What follows belongs to an exercise in optimizing a design on an open flow for small area and a short achievable clock period; a production flow would make more cautious choices.
In this exercise RTL edits were held to simulation tests only and were not proved equivalent to the original.

### flow/run.sh
#!/bin/bash
# synth_recipe.tcl (not shown) runs the flow's synth.tcl, then flattens the netlist and writes it again
# the make line also repeats each setting of config.mk as NAME=value (left out here)
make -C /OpenROAD-flow-scripts/flow DESIGN_CONFIG=/design/flow/config.mk WORK_HOME=/design/flow/orfs CLKGATE_MAP_FILE= SYNTH_SCRIPT=/design/flow/synth_recipe.tcl finish
### flow/config.mk
export PLATFORM = sky130hd
export DESIGN_NAME = e_mdu
export DESIGN_NICKNAME = e_mdu
export VERILOG_FILES = /design/flow/design.v
export SDC_FILE = /design/flow/constraint.sdc
export NUM_CORES = 4
export LEC_CHECK = 0
export CAP_MARGIN = 20
export CORE_MARGIN = 2
export CORE_UTILIZATION = 40
export SLEW_MARGIN = 20
### flow/constraint.sdc
create_clock -name core_clock -period 120.0 [get_ports {clk}]
set_input_delay 24.0000 -clock core_clock [delete_from_list [all_inputs] [get_ports {clk}]]
set_output_delay 24.0000 -clock core_clock [all_outputs]
set_load 0.01 [all_outputs]
### flow/design.v
module e_mdu_add35 #(
  parameter logic [34:0] SEC = 35'h0_2040_8101
) (
  input  logic [34:0] a,
  input  logic [34:0] b,
  input  logic        ci,
  output logic [34:0] s
);
  logic [34:0] s0;      
  logic [35:0] c;       
  logic [34:0] p;       
  logic [35:0] si;      
  genvar j;
  generate
    for (j = 0; j < 35; j++) begin : g_bit
      logic cin;
      if (j == 0) begin : g_b0
        assign cin   = ci;
        assign p[j]  = 1'b1;
        assign si[j] = 1'b0;
      end else if (SEC[j]) begin : g_first
        assign cin   = 1'b0;
        assign p[j]  = 1'b1;
        assign si[j] = c[j] | (si[j-1] & p[j-1] & s0[j-1]);
      end else begin : g_mid
        assign cin   = c[j];
        assign p[j]  = p[j-1] & s0[j-1];
        assign si[j] = si[j-1];
      end
      assign s0[j]  = a[j] ^ b[j] ^ cin;
      assign c[j+1] = (a[j] & b[j]) | (a[j] & cin) | (b[j] & cin);
      assign s[j]   = s0[j] ^ (si[j] & p[j]);
    end
  endgenerate
endmodule
module e_mdu #(
  parameter int MULT_CYCLES = 5,
  parameter int DIV_CYCLES  = 10
) (
  input  logic        clk,
  input  logic        reset,
  input  logic [3:0]  E_MDUOp,
  input  logic        E_Start,
  input  logic [31:0] E_A,
  input  logic [31:0] E_B,
  input  logic        E_Req,
  output logic        E_Busy,
  output logic [31:0] E_RDHI,
  output logic [31:0] E_RDLO
);
  logic        r_busy, r_div, r_sgn, r_sa;
  logic [3:0]  r_cnt;
  logic [31:0] r_hi, r_lo;
  logic [31:0] r_ma;     
  logic [34:0] r_mb;     
  logic [34:0] r_acc;    
  logic w_mul, w_div, w_sgn, w_start, w_ext, w_last;
  assign w_mul   = (E_MDUOp == 4'd1) | (E_MDUOp == 4'd2);
  assign w_div   = (E_MDUOp == 4'd3) | (E_MDUOp == 4'd4);
  assign w_sgn   = (E_MDUOp == 4'd1) | (E_MDUOp == 4'd3);
  assign w_start = ~r_busy & E_Start & (w_mul | w_div) & ~E_Req;
  assign w_ext   = (E_MDUOp == 4'd3) & E_A[31];
  assign w_last  = (r_cnt == 4'd1);
  logic [34:0] w_mext;
  assign w_mext = {{3{r_sgn & r_ma[31]}}, r_ma};
  logic w_dsign;
  assign w_dsign = r_sgn & r_ma[31];
  logic [34:0] w_x [4];
  logic [34:0] w_y [4];
  logic [34:0] w_s [4];
  logic [3:0]  w_one, w_two, w_neg;
  logic [3:0]  w_abit;
  assign w_abit = {r_mb[32], r_mb[33], r_mb[34], 1'b0};
  genvar r;
  generate
    for (r = 0; r < 4; r++) begin : g_row
      logic b2, b1, b0;
      logic sx;
      assign b2 = r_mb[2*r+1];
      assign b1 = r_mb[2*r];
      if (r == 0) begin : g_bp0
        assign b0 = r_mb[32];
      end else begin : g_bpn
        assign b0 = r_mb[2*r-1];
      end
      if (r == 0) begin : g_x0
        assign w_x[r] = r_acc;
        assign sx = r_acc[34];
      end else begin : g_xn
        assign w_x[r] = r_div ? {w_s[r-1][33:0], w_abit[r]}
                              : {{2{w_s[r-1][34]}}, w_s[r-1][34:2]};
        assign sx = w_s[r-1][33];
      end
      assign w_one[r] = r_div ? ~(w_last & (r == 0))
                      : w_last ? ((r == 0) & ~r_sgn & r_mb[32])
                      : (b1 ^ b0);
      assign w_two[r] = r_div ? (w_last & (r == 0))
                      : ~w_last & ((b2 & ~b1 & ~b0) | (~b2 & b1 & b0));
      assign w_neg[r] = r_div ? ~(sx ^ w_dsign) : (~w_last & b2);
      assign w_y[r] = ((w_mext & {35{w_one[r]}}) | ({w_mext[33:0], 1'b0} & {35{w_two[r]}}))
                    ^ {35{w_neg[r]}};
      e_mdu_add35 u_add (.a(w_x[r]), .b(w_y[r]), .ci(w_neg[r]), .s(w_s[r]));
    end
  endgenerate
  logic w_rz, w_cz, w_usec, w_sub;
  assign w_rz   = (r_acc[34:1] == 34'd0);
  assign w_cz   = (w_s[0][34:1] == 34'd0);
  assign w_sub  = ~(r_acc[34] ^ w_dsign);
  assign w_usec = r_sa ? ((~r_acc[34] & ~w_rz) | w_cz) : r_acc[34];
  logic [30:0] w_qinc;
  assign w_qinc = r_mb[30:0] + {30'd0, w_usec & w_sub};
  logic w_commit;
  assign w_commit = r_busy & w_last & ~(r_div & (r_ma == 32'd0));
  always_ff @(posedge clk) begin
    if (!reset) r_busy <= 1'b0;
    else if (!r_busy) r_busy <= w_start;
    else if (w_last) r_busy <= 1'b0;
  end
  always_ff @(posedge clk) begin
    if (!r_busy) begin
      r_cnt <= w_div ? 4'(DIV_CYCLES) : 4'(MULT_CYCLES);
      r_div <= w_div;
      r_sgn <= w_sgn;
      r_sa  <= w_ext;
      r_ma  <= E_B;
      r_mb  <= {{3{w_ext}}, E_A};
      r_acc <= {35{w_ext}};
    end else begin
      r_cnt <= r_cnt - 4'd1;
      if (r_div) begin
        r_acc <= {w_s[3][33:0], r_mb[31]};
        r_mb  <= {r_mb[30:0], w_neg[0], w_neg[1], w_neg[2], w_neg[3]};
      end else begin
        r_acc <= {{2{w_s[3][34]}}, w_s[3][34:2]};
        r_mb  <= {r_mb[34:33], r_mb[7], w_s[3][1:0], w_s[2][1:0], w_s[1][1:0],
                  w_s[0][1:0], r_mb[31:8]};
      end
    end
  end
  always_ff @(posedge clk) begin
    if (!reset) begin
      r_hi <= '0;
      r_lo <= '0;
    end else if (!r_busy) begin
      if (!E_Req && E_MDUOp == 4'd5) r_hi <= E_A;
      if (!E_Req && E_MDUOp == 4'd6) r_lo <= E_A;
    end else if (w_commit) begin
      if (r_div) begin
        r_hi <= w_usec ? w_s[0][32:1] : r_acc[32:1];
        r_lo <= {w_qinc, ~w_usec};
      end else begin
        r_hi <= w_s[0][31:0];
        r_lo <= r_mb[31:0];
      end
    end
  end
  assign E_Busy = r_busy;
  assign E_RDHI = r_hi;
  assign E_RDLO = r_lo;
endmodule
==> results.json, run 1 <==
{
  "relSlewSlack": 0.322,
  "avgSynthCellArea_um2": 8.74,
  "postCtsSetupBuffers": 0,
  "cts_buffer_depth": 2,
  "rsz0062_at_grt": "false",
  "period_needed_ps": 32220,
  "slew_violations": 0,
  "initial_utilization": 0.406,
  "routedLengthMet1_um": 27300,
  "tightestPinTransition_ps": 1020,
  "synthCells": 1953,
  "cp_max_fo": 35,
  "async_reset_ff_frac": 0,
  "viasPerCell": 5.97,
  "ant_nets": 0,
  "cp_num_buf_inv": 8,
  "vias": 15015,
  "numPortBuffers": 136,
  "die_y_um": 211,
  "post_drt_wl_per_cell_um": 24.2,
  "hold_viol_final": 0,
  "worstSetupEndpointType": "flop",
  "cts_root_buf": "clkbuf_16",
  "die_w_um": 211,
  "antenna_found_initial": 1,
  "fin_crit_sh": 0.269,
  "reg2reg_from": "r_cnt[0]$_DFF_P_",
  "dieArea_um2": 44300,
  "finalSetupViolations": 0,
  "clk_latency_ps": 500,
  "final_cell_mix": "xnor2_1, clkdlybuf4s50_1, dfxtp_1",
  "crit_type": "flop to flop",
  "clkTransAtPathRegs_ps": 80,
  "top_layer": "met5",
  "dr.pass1.iters": 5,
  "grt_usage": 0.280,
  "final_area_um2": 19200,
  "syn_nets": 2192,
  "drive_gt1_frac": 0.0587,
  "holdWs_ps": 457,
  "layout_commonest_cell": "xnor2_1",
  "dr_wl_met2_um": 26300,
  "yosysSeqAreaShare": 0.226,
  "maxCapViolCount": 0,
  "drcViolationCount": 0,
  "htreeDepth": 4,
  "crit_family": "adder cells",
  "fin_tns_setup_ps": 0,
  "coreArea_um2": 42000,
  "tritoncts": "done",
  "nNetsFinal": 2202,
  "wl_met3_um": 5140,
  "dp_hpwl_um": 46500,
  "dpl-instance-area_um2": 18700,
  "cp_data_required_time_ps": 120330,
  "cts_hold_buf": 0,
  "reg2reg_to": "r_acc[32]$_DFF_P_",
  "grt_max_degree": 66,
  "cp.arrival_ps": 32550,
  "outcome": "timing/DRC/antenna clean",
  "cp-startpoint": "r_cnt[0]$_DFF_P_",
  "rows": 75,
  "crit_end": "r_acc[32]$_DFF_P_",
  "area_growth_pct": 12.8,
  "ioPinCount": 137,
  "cp_common_cell": "fa_1",
  "grt_pass1_wl_um": 93000,
  "setup_ws_ps": 87780,
  "grt_pass1_vias": 14549,
  "yosysWarnings": 6,
  "grt_overflow_total": 0,
  "cts_sinks": 174,
  "clock.fmax_mhz": 31.0,
  "n_antenna_cell": 0,
  "pre_cts_ws_ps": 87840,
  "drt-total-wl_um": 61000,
  "synth_area_um2": 17100,
  "gp_congestion": 0.976,
  "synth_seq_cells": 174,
  "finalClockSkew_ps": 14.1,
  "hold_class": "flop to flop",
  "yosysUniqueCellTypes": 81,
  "reg2regPathDepth": 134,
  "min_path_cells": 2,
  "start_kind": "flop",
  "cp.depth": 134,
  "ff2ff_setup_slack_ps": 87780,
  "synth_edf_count": 37,
  "max_stage_delay_ps": 570,
  "cts-buffers-inserted": 17,
  "drt_iter0_markers": 1682,
  "cts_resized": 0,
  "crit_path_top_delay_cell": "or4b_4",
  "synth_flop_cell": "dfxtp_1"
}
## tightest hold or removal path: cells and delay by family (launching register included)
kind | cells | cell delay, ps
flops | 1 | 310
compound gates | 1 | 50
simple gates | 1 | 50
## routing by layer
layer | up-vias | global-route usage
met5 | - | 0
met4 | 2 | 0.110
met3 | 93 | 0.0602
met2 | 659 | 0.416
met1 | 7303 | 0.397
li1 | 6958 | -
## flip-flops by register name (all words and copies together), names as in the netlist
| signal | flops |
|---|---|
| r_busy | 1 |
| r_sa | 1 |
| r_div | 1 |
| r_hi | 32 |
| r_cnt | 4 |
| r_ma | 32 |
| r_acc | 35 |
| r_mb | 35 |
| r_lo | 32 |
| r_sgn | 1 |
## per-stage QoR
stage	util	instances
after floorplan	-	1953
after global placement	0.444	2483
after detailed placement	0.444	2483
after CTS	0.458	2515
after global routing	0.458	2515
final	0.458	2515
## Yosys cell counts (51+ instances only)
library cell | n | area [um^2]
a21oi_1 | 119 | 596
ha_1 | 51 | 638
xnor2_1 | 146 | 1280
clkbuf_1 | 119 | 447
o21ai_0 | 104 | 521
fa_1 | 116 | 2320
inv_1 | 70 | 263
dfxtp_1 | 137 | 2740
xor2_1 | 100 | 876
mux2i_1 | 82 | 821
nor2_1 | 120 | 450
nand2_1 | 132 | 495
a22oi_1 | 124 | 931
## cell type report
| type | instances | area, um^2 |
|---|---|---|
| Tap cell | 539 | 674 |
| Multi-Input combinational cell | 1535 | 12300 |
| Sequential cell | 174 | 3850 |
| Inverter | 72 | 273 |
| Fill cell | 4143 | 22800 |
| Timing Repair Buffer | 163 | 1560 |
| Clock inverter | 12 | 116 |
| Clock buffer | 20 | 457 |
## cells by family after synthesis
family / after synthesis / synth area share
flip-flops: 174 / 0.226
adder cells (fa/ha/maj): 167 / 0.173
XOR/XNOR: 250 / 0.131
multiplexers: 95 / 0.0567
AND/OR/NAND/NOR: 501 / 0.151
buffers and inverters: 244 / 0.0568
AO/OA/AOI/OAI: 522 / 0.205
## how the worst min path moves through the flow
stage                                  to  slack [ps]                  start
CTS                 r_lo[30]$_SDFFE_PN0P_         460  r_lo[30]$_SDFFE_PN0P_
global route        r_lo[30]$_SDFFE_PN0P_         490  r_lo[30]$_SDFFE_PN0P_
finish              r_lo[30]$_SDFFE_PN0P_         460  r_lo[30]$_SDFFE_PN0P_
detailed placement  r_lo[30]$_SDFFE_PN0P_         450  r_lo[30]$_SDFFE_PN0P_
floorplan                r_cnt[0]$_DFF_P_         460       r_cnt[0]$_DFF_P_
global placement    r_lo[30]$_SDFFE_PN0P_         450  r_lo[30]$_SDFFE_PN0P_
==> inputs of run 2 (changes only) <==
--- a/flow/design.v
+++ b/flow/design.v
@@ -1,5 +1,5 @@
 module e_mdu_add35 #(
-  parameter logic [34:0] SEC = 35'h0_2040_8101
+  parameter logic [34:0] SEC = 35'h0_0101_0421
 ) (
   input  logic [34:0] a,
   input  logic [34:0] b,
@@ -48,7 +48,7 @@
   output logic [31:0] E_RDHI,
   output logic [31:0] E_RDLO
 );
-  logic        r_busy, r_div, r_sgn, r_sa;
+  logic        r_busy, r_div, r_sgn, r_sa, r_last;
   logic [3:0]  r_cnt;
   logic [31:0] r_hi, r_lo;
   logic [31:0] r_ma;     
@@ -60,7 +60,7 @@
   assign w_sgn   = (E_MDUOp == 4'd1) | (E_MDUOp == 4'd3);
   assign w_start = ~r_busy & E_Start & (w_mul | w_div) & ~E_Req;
   assign w_ext   = (E_MDUOp == 4'd3) & E_A[31];
-  assign w_last  = (r_cnt == 4'd1);
+  assign w_last  = r_last;
   logic [34:0] w_mext;
   assign w_mext = {{3{r_sgn & r_ma[31]}}, r_ma};
   logic w_dsign;
@@ -108,13 +108,24 @@
   assign w_sub  = ~(r_acc[34] ^ w_dsign);
   assign w_usec = r_sa ? ((~r_acc[34] & ~w_rz) | w_cz) : r_acc[34];
   logic [30:0] w_qinc;
-  assign w_qinc = r_mb[30:0] + {30'd0, w_usec & w_sub};
+  logic [31:0] w_qc;
+  assign w_qc[0] = w_usec & w_sub;
+  genvar q;
+  generate
+    for (q = 0; q < 31; q++) begin : g_qinc
+      assign w_qinc[q] = r_mb[q] ^ w_qc[q];
+      assign w_qc[q+1] = r_mb[q] & w_qc[q];
+    end
+  endgenerate
   logic w_commit;
   assign w_commit = r_busy & w_last & ~(r_div & (r_ma == 32'd0));
   always_ff @(posedge clk) begin
     if (!reset) r_busy <= 1'b0;
     else if (!r_busy) r_busy <= w_start;
     else if (w_last) r_busy <= 1'b0;
+  end
+  always_ff @(posedge clk) begin
+    r_last <= r_busy & (r_cnt == 4'd2);
   end
   always_ff @(posedge clk) begin
     if (!r_busy) begin
--- a/flow/config.mk
+++ b/flow/config.mk
@@ -5,6 +5,7 @@
 export SDC_FILE = /design/flow/constraint.sdc
 export NUM_CORES = 4
 export LEC_CHECK = 0
+export ABC_AREA = 1
 export CAP_MARGIN = 20
 export CORE_MARGIN = 2
 export CORE_UTILIZATION = 40
==> run 2 against run 1 <==
Compared with the run above: via count up 2.8%; still clean on timing, DRC and antenna; cell area down 2.0%; die area down 3.0%; highest routed layer is now met4; first-iteration DRC count down 19%.
==> results.json, run 2 <==
{
  "outcome": "timing/DRC/antenna clean",
  "ff2ff_setup_slack_ps": 92820,
  "area_growth_pct": 14.1,
  "yosysWarnings": 6,
  "holdPathEnd": "r_last$_DFF_P_",
  "holdWs_ps": 422,
  "nNetsFinal": 2477,
  "rsz0062_at_grt": "false",
  "grt_pass1_wl_um": 86500,
  "cp_common_cell": "nor2_1",
  "fillCellCount": 4095,
  "relSlewSlack": 0.287,
  "vias": 15433,
  "rows": 74,
  "cts_root_buf": "clkbuf_16",
  "reg2reg_from": "r_div$_DFFE_PN_",
  "syn_nets": 2423,
  "clkTransAtPathRegs_ps": 80,
  "finalClockSkew_ps": 19.6,
  "post_drt_wl_per_cell_um": 20.2,
  "drt_iter0_markers": 1355,
  "cp_max_fo": 164,
  "synth_seq_cells": 175,
  "tritoncts": "done",
  "drcViolationCount": 0,
  "cp_data_required_time_ps": 120370,
  "min-delay-start": "r_cnt[3]$_DFF_P_",
  "coreArea_um2": 40800,
  "start_kind": "flop",
  "grt_max_degree": 165,
  "cp.arrival_ps": 27550,
  "yosys.area.top_type": "dfxtp_1",
  "synth_top_cells_by_count": "nand2_1, inv_1, o21ai_0",
  "initial_utilization": 0.405,
  "reg2reg_to": "r_acc[32]$_DFF_P_",
  "postCtsSetupBuffers": 0,
  "layout_commonest_cell": "nand2_1",
  "hold_class": "flop to flop",
  "yosysMostFrequentCell": "nand2_1",
  "tightestPinTransition_ps": 1070,
  "ant_nets": 0,
  "dr.pass1.iters": 5,
  "cts_buffer_depth": 2,
  "max_stage_delay_ps": 630,
  "drt-total-wl_um": 55800,
  "drive_gt1_frac": 0.0647,
  "async_reset_ff_frac": 0,
  "period_needed_ps": 27180,
  "reg2regPathDepth": 167,
  "viasPerCell": 5.60,
  "grt_pass1_vias": 14866,
  "yosysSeqAreaShare": 0.234,
  "grt_overflow_total": 0,
  "fin_tns_setup_ps": 0,
  "crit_type": "flop to flop",
  "die_w_um": 207,
  "largestRegisters": "r_acc x35, r_mb x35",
  "synth_flop_cell": "dfxtp_1",
  "synthCells": 2159,
  "ioPinCount": 137,
  "dieArea_um2": 43000,
  "n_antenna_cell": 0,
  "cp_num_buf_inv": 38,
  "cts_resized": 0,
  "synth_edf_count": 37,
  "min_path_cells": 1,
  "yosysUniqueCellTypes": 57,
  "die_y_um": 207,
  "antenna_found_initial": 0,
  "cts_sinks": 175,
  "synth_area_um2": 16500,
  "finalSetupViolations": 0,
  "hold_viol_final": 0,
  "numPortBuffers": 136,
  "netlist.area_leader.share": 0.167,
  "gp_congestion": 0.924,
  "cts_hold_buf": 0,
  "synth_area_leaders": "dfxtp_1, fa_1, nand2_1, edfxtp_1, ha_1",
  "clock.fmax_mhz": 36.8,
  "crit_path_top_delay_cell": "buf_4",
  "multi_input_area_um2": 11200,
  "avgSynthCellArea_um2": 7.66,
  "fin_crit_sh": 0.227,
  "final-seq-area_um2": 3870,
  "maxCapViolCount": 0,
  "grt_usage": 0.259,
  "worstSetupEndpointType": "flop",
  "slew_violations": 0,
  "final_cell_mix": "nand2_1, inv_1, o21ai_0",
  "htreeDepth": 4,
  "cts-buffers-inserted": 17,
  "clk_latency_ps": 510,
  "crit_family": "simple AND/OR/NAND/NOR gates",
  "dp_hpwl_um": 43500
}
[run 2: cells by family after synthesis]
logic type      Yosys count  share of synthesized area
simple gates            756                      0.207
compound gates          474                      0.178
buf+inv                 390                     0.0922
fa+ha+maj               192                      0.198
flops                   175                      0.234
xor+xnor                170                     0.0900
mux                       2                    0.00121
[run 2: final cells by class]
type	count	share of cell area
Multi-Input combinational cell	1594	0.591
Sequential cell	175	0.205
Timing Repair Buffer	157	0.0809
Inverter	268	0.0535
Tap cell	532	0.0353
Clock buffer	20	0.0254
Clock inverter	12	0.00822
[run 2: how the worst max path moves through the flow]
| stage | start | to | slack, ps | cells after the start |
|---|---|---|---|---|
| after floorplan | E_MDUOp[0] | r_acc[11]$_DFF_P_ | 94890 | 8 |
| after global placement | r_div$_DFFE_PN_ | r_acc[34]$_DFF_P_ | 93580 | 167 |
| after detailed placement | r_div$_DFFE_PN_ | r_acc[32]$_DFF_P_ | 92850 | 167 |
| after CTS | r_div$_DFFE_PN_ | r_acc[32]$_DFF_P_ | 92770 | 167 |
| after global routing | r_div$_DFFE_PN_ | r_acc[34]$_DFF_P_ | 90350 | 167 |
| final | r_div$_DFFE_PN_ | r_acc[32]$_DFF_P_ | 92820 | 167 |
[run 2: layer usage]
metal	wire (um)	track usage	part of all wire	vias up
li1	-	-	-	7402
met1	25600	0.359	0.46	7364
met2	24600	0.401	0.44	578
met3	3720	0.0467	0.067	89
met4	1780	0.101	0.032	0
met5	0	0	0	-
[run 2: per-stage QoR]
stage / instances / instance area (um^2) / worst slack, ps / util
CTS: 2758 / 18900 / 92770 / 0.462
global route: 2758 / 18900 / 90350 / 0.462
finish: 2758 / 18900 / 92820 / 0.462
floorplan: 2159 / 16500 / 94890 / -
global placement: 2726 / 18200 / 93580 / 0.446
detailed placement: 2726 / 18200 / 92850 / 0.446
==> inputs of run 3 (changes only) <==
--- a/flow/config.mk
+++ b/flow/config.mk
@@ -8,5 +8,6 @@
 export ABC_AREA = 1
 export CAP_MARGIN = 20
 export CORE_MARGIN = 2
-export CORE_UTILIZATION = 40
+export CORE_UTILIZATION = 65
+export PLACE_DENSITY = 0.75
 export SLEW_MARGIN = 20
==> run 3 against run 2 <==
Compared with the run above: global-route usage is 14 points higher; fmax is 1.5% lower; via count increased by 4.6%; die area fell by 38%; cell count fell by 7.3%; routed wire length fell by 4.5%; sequential cell count did not move; critical path depth stayed put; non-clock buffer count did not move; synthesized cell count did not move.
==> results.json, run 3 <==
{
  "holdPathEnd": "r_last$_DFF_P_",
  "cts_root_buf": "clkbuf_16",
  "synth_mux_area_frac": 0.00121,
  "synth_area_um2": 16500,
  "slew_violations": 0,
  "drive_gt1_frac": 0.0651,
  "pre_cts_ws_ps": 92790,
  "crit_family": "simple AND/OR/NAND/NOR gates",
  "cp.arrival_ps": 27890,
  "crit_type": "flop to flop",
  "min_path_cells": 1,
  "clkTransAtPathRegs_ps": 80,
  "yosysSeqAreaShare": 0.234,
  "netlist.area_leader.share": 0.167,
  "die_y_um": 164,
  "cts_sinks": 175,
  "min-delay-start": "r_cnt[3]$_DFF_P_",
  "tightestPinTransition_ps": 1070,
  "grt_max_degree": 88,
  "dr.pass1.iters": 9,
  "synth_seq_cells": 175,
  "ioPinCount": 137,
  "dpl-instance-area_um2": 18000,
  "cts_hold_buf": 0,
  "dp_hpwl_um": 40900,
  "antenna_found_initial": 0,
  "yosysWarnings": 6,
  "worstSetupEndpointType": "flop",
  "grt_usage": 0.403,
  "clk_latency_ps": 460,
  "hold_class": "flop to flop",
  "cts_resized": 0,
  "drt_iter0_markers": 2273,
  "ant_nets": 0,
  "final_area_um2": 18600,
  "post_drt_wl_per_cell_um": 20.8,
  "grt_pass1_wl_um": 82900,
  "area_growth_pct": 12.5,
  "start_kind": "flop",
  "grt_pass1_vias": 15251,
  "cp_data_required_time_ps": 120310,
  "relSlewSlack": 0.278,
  "ff2ff_setup_slack_ps": 92410,
  "final-seq-area_um2": 3870,
  "synth_top_cells_by_count": "nand2_1, inv_1, o21ai_0",
  "syn_nets": 2423,
  "cp_max_fo": 87,
  "synthCells": 2159,
  "cp.depth": 167,
  "largestRegisters": "r_acc x35, r_mb x35",
  "synth_edf_count": 37,
  "cts-buffers-inserted": 17,
  "finalSetupViolations": 0,
  "die_w_um": 164,
  "fin_tns_setup_ps": 0,
  "synth_area_leaders": "dfxtp_1, fa_1, nand2_1, edfxtp_1, ha_1",
  "avgSynthCellArea_um2": 7.66,
  "fin_util": 0.741,
  "numPortBuffers": 136,
  "drt-total-wl_um": 53200,
  "cp-startpoint": "r_div$_DFFE_PN_",
  "fin_crit_sh": 0.230,
  "drcViolationCount": 0,
  "dieArea_um2": 26700,
  "setup_ws_ps": 92410,
  "viasPerCell": 6.31,
  "reg2reg_from": "r_div$_DFFE_PN_",
  "htreeDepth": 4,
  "multi_input_area_um2": 11200,
  "synth-xor-area-share": 0.0900,
  "rsz0062_at_grt": "false",
  "n_antenna_cell": 0,
  "maxCapViolCount": 0,
  "coreArea_um2": 25100,
  "hold_viol_final": 0,
  "postCtsSetupBuffers": 0,
  "clock.fmax_mhz": 36.2,
  "yosys.area_share.adder": 0.198,
  "synth-compound-area-share": 0.178,
  "synth_top_family_by_area": "simple AND/OR/NAND/NOR gates",
  "layout_commonest_cell": "nand2_1",
  "outcome": "timing/DRC/antenna clean",
  "yosys.area.top_type": "dfxtp_1",
  "vias": 16139,
  "cts_buffer_depth": 2,
  "finalClockSkew_ps": 23.6,
  "final_cell_mix": "nand2_1, inv_1, o21ai_0",
  "reg2regPathDepth": 167,
  "gp_congestion": 0.983,
  "yosys.area_share.simple": 0.207,
  "async_reset_ff_frac": 0,
  "cp_num_buf_inv": 38,
  "period_needed_ps": 27590,
  "reg2reg_to": "r_acc[33]$_DFF_P_",
  "tritoncts": "done",
  "grt_overflow_total": 0,
  "rows": 58,
  "fillCellCount": 2025,
  "max_stage_delay_ps": 660,
  "nNetsFinal": 2477,
  "yosysMostFrequentCell": "nand2_1",
  "cp_common_cell": "nor2_1",
  "yosysUniqueCellTypes": 57,
  "crit_path_top_delay_cell": "buf_4",
  "synth_flop_cell": "dfxtp_1",
  "initial_utilization": 0.659
}
run 3: cell counts after synthesis:
Identical to the previous run, type by type.
run 3: routing by layer:
layer,GRT usage,routed length [um],up-vias
met5,0,0,-
met3,0.0810,5940,179
li1,-,-,7393
met2,0.625,23400,1022
met1,0.539,21000,7545
met4,0.198,2880,0
run 3: worst register-to-register path, delay by kind of cell (launching register included):
kind	cells	cell delay, ps
AO/OA/AOI/OAI	2	410
AND/OR/NAND/NOR	93	12620
adder cells (fa/ha/maj)	30	8830
flip-flops	1	570
buffers and inverters	38	4260
XOR/XNOR	4	750
run 3: worst max path at each step:
stage / end / slack (ps)
floorplan: r_acc[11]$_DFF_P_ / 94890
global placement: r_acc[34]$_DFF_P_ / 93720
detailed placement: r_acc[33]$_DFF_P_ / 92790
CTS: r_acc[33]$_DFF_P_ / 92680
global route: r_acc[33]$_DFF_P_ / 90230
finish: r_acc[33]$_DFF_P_ / 92410
run 3: cell type report:
type	instances	share of cell area
clock inverters	15	0.0112
flip-flops and latches	175	0.208
repair buffers	157	0.0814
inverters	268	0.0542
multi-input cells	1594	0.600
well taps	330	0.0222
clock buffers	17	0.0229
run 3: stage by stage:
stage	cells	hold slack, ps
floorplan	2159	395
global placement	2524	405
detailed placement	2524	414
CTS	2556	426
global route	2556	443
finish	2556	420
run 3: logic make-up after synthesis:
logic type                 count (synthesis)
buffers and inverters                    390
DFF                                      175
and+or+nand+nor                          756
muxes                                      2
adders and majority gates                192
xor gates and xnor gates                 170
AOI/OAI and AO/OA                        474

afterwards: timing with drivers on the ports:
How much do the figures lean on ideal ports? The routed layouts below were timed once more, with nothing changed but the port constraints. Step 1 assumes that a clkbuf_16 drives the clock port and a buf_2 every other input. Step 2 times the ports against the registers' clock, not the clock port: input delays grow and output delays shrink by t, the midpoint of the rising clock arrivals with the driver on. Three values: no drivers, after step 1, after step 2; two values: the first two.
| run | t, ns | slack for setup (ns) | hold WS [ns] | slew at the worst register clock pin (ns) | worst slew at a driven data input, ns |
|---|---|---|---|---|---|
| run 1 | 0.555 | 87.776 / 87.776 / 87.776 | 0.457 / 0.457 / 0.457 | 0.08 / 0.08 | 0.04 |
| run 2 | 0.554 | 92.818 / 92.818 / 92.818 | 0.422 / 0.422 / 0.422 | 0.08 / 0.08 | 0.04 |
| run 3 | 0.500 | 92.413 / 92.413 / 92.413 | 0.420 / 0.420 / 0.420 | 0.09 / 0.09 | 0.06 |
After both steps setup and hold are still met in every run listed.
